Source: an optimization exercise on an open RTL-to-GDS flow (aim: small area, a short achievable clock period and few clock cycles per item). Production flows keep margins and buffers that such runs may drop.
RTL that was checked went through simulation tests only; none was proved equivalent to the original.

Setup of alpha:
==> flow/design.v (excerpt) <==
module joystick_axes_to_cursor_motion_unit #(
    parameter int ADC_BITS = jac_pkg::ADC_BITS_DEF
) (
    input  logic                          clk,
    input  logic                          rst_n,
    input  logic                          s_axis_tvalid,
    output logic                          s_axis_tready,
    input  logic [((4*ADC_BITS+8)/8)*8-1:0] s_axis_tdata,
    output logic                          m_axis_tvalid,
    input  logic                          m_axis_tready,
    output logic [jac_pkg::OUT_W-1:0]     m_axis_tdata,
    input  logic                          cfg_we,
    input  logic [2:0]                    cfg_addr,
    input  logic [(ADC_BITS > 8 ? ADC_BITS : 8)-1:0] cfg_data
);
export LEC_CHECK = 0
export CAP_MARGIN = 20
export CORE_MARGIN = 2
export CORE_UTILIZATION = 55
export CTS_BUF_LIST = sky130_fd_sc_hd__clkbuf_8
export CTS_CLUSTER_SIZE = 40
export SETUP_SLACK_MARGIN = 5.0
export SLEW_MARGIN = 20
create_clock -name core_clock -period 8.0 [get_ports {clk}]
standard.sh (not shown) runs the stock make flow with config.mk's settings and CLKGATE_MAP_FILE= SYNTH_SCRIPT=/design/flow/synth_recipe.tcl, a recipe that flattens the netlist after the stock synthesis.
==> flow/flow/run.sh <==
#!/bin/bash
# Standard ORFS layout (the standard.sh, standard synthesis unchanged),
# except that the port buffers inserted before global placement are buf_2
# cells instead of the cell buffer_ports picks by default, and clock tree
# synthesis uses clkbuf_8 cells without dummy loads.
set -euo pipefail
export BUFFER_PORTS_ARGS="-buffer_cell sky130_fd_sc_hd__buf_2"
export CTS_ARGS="-sink_clustering_enable -repair_clock_nets -dont_use_dummy_load -buf_list sky130_fd_sc_hd__clkbuf_8 -sink_clustering_size 40"
bash standard.sh finish > standard_finish.log 2>&1
alpha | status: complete | timing, DRC, antenna: pass
Testbench counts of alpha, summed over its fixed seeds: cycles 36,773, items 25,600.
Changes in beta relative to alpha:
==> flow/flow/run.sh <==
#!/bin/bash
# Standard ORFS layout (the standard.sh, standard synthesis unchanged),
# except that the port buffers inserted before global placement are buf_2
# cells instead of the cell buffer_ports picks by default.
set -euo pipefail
export BUFFER_PORTS_ARGS="-buffer_cell sky130_fd_sc_hd__buf_2"
bash standard.sh finish > standard_finish.log 2>&1
Notes after the runs:
beta finished every stage and its layout cleared the timing, DRC and antenna checks.
Between alpha and beta, the cell count went up.
Changes observed in beta relative to alpha: core utilization grew by 1.2 points.
Total area of sequential cells delta (beta -> alpha): insignificant
Register-to-register slack: higher on beta
Fraction of area in multi-input gates (higher): alpha
Summary — design area, beta relative to alpha: higher, by 2.0%.
Summary — fmax, beta relative to alpha: higher, by 1.4%.
Run comparison: beta most common cell after layout, fill and taps aside sky130_fd_sc_hd__inv_1; alpha most common cell after layout, fill and taps aside sky130_fd_sc_hd__ha_1
Setup slack: beta more than alpha
Input changes introduced in gamma (baseline for comparison: beta):
Settings: CORE_UTILIZATION now 65, was 55; CTS_CLUSTER_SIZE no longer set, was 40; CTS_BUF_LIST no longer set, was sky130_fd_sc_hd__clkbuf_8.
Where via count is concerned, beta is better than gamma. Changes observed in gamma relative to beta: setup slack down 0.13 ns; proportion of cell area occupied by registers increased by 0.18 points relative to the old numbers. Summary — global-route usage, gamma relative to beta: higher, by 3.4 points. gamma against beta: clock tree buffer count of the final layout lost 30%, shortest period the worst path allows picked up an extra 0.13 ns. Any difference in iteration-0 DRC count of the detailed router between gamma and beta is small enough to ignore.

Another version of the RTL of joystick_axes_to_cursor_motion_unit (not shown whole).
For scale: roughly 630 flip-flops, ~110 I/O pins, ~36000 um^2 of cells after synthesis.
clock: 8.0 ns
lec_check: 0
abc_clock_period_in_ps: 3000
cap_margin: 20
core_margin: 2
core_utilization: 65
setup_slack_margin: 5.0
slew_margin: 20
==> flow/flow/run.sh <==
#!/bin/bash
# Standard ORFS layout (the standard.sh, standard synthesis unchanged),
# except that the port buffers inserted before global placement are buf_2
# cells instead of the cell buffer_ports picks by default.
set -euo pipefail
export BUFFER_PORTS_ARGS="-buffer_cell sky130_fd_sc_hd__buf_2"
bash standard.sh finish > standard_finish.log 2>&1
Change:
ABC_CLOCK_PERIOD_IN_PS = default   (was 3000)
After rerunning:
- synthesized area is unchanged
- worst setup slack does not change
- final area stays the same
- global-route usage stays the same
- sequential share of layout area is unchanged
- sequential cell count is unchanged
- synthesized cell count does not change
- cell count does not change
- critical path depth is unchanged
Function was not checked in any run of this note: the RTL went through the layout flow alone.

-- port drivers added, routing unchanged --
The flow's constraints put no driver on any port. The routed layouts listed below were extracted and timed again, unchanged, in two steps.
Step 1 assumes that a clkbuf_16 drives the clock port and a buf_2 every other input.
Step 2 times the ports against the registers' clock, not the clock port: input delays grow and output delays shrink by t, the midpoint of the rising clock arrivals with the driver on.
Three values: ideal, step 1, step 2; two values: the first two.
run	shift t [ns]	slack for setup (ns)	pins driven straight from the clock port
alpha	0.719	4.873 / 4.873 / 4.579	1
beta	0.748	4.917 / 4.917 / 4.552	1
gamma	0.643	4.786 / 4.786 / 4.559	1
the first run of note 2	0.653	4.924 / 4.924 / 4.499	1
the second run of note 2	0.653	4.924 / 4.924 / 4.499	1
After both steps setup and hold are still met in every run listed.
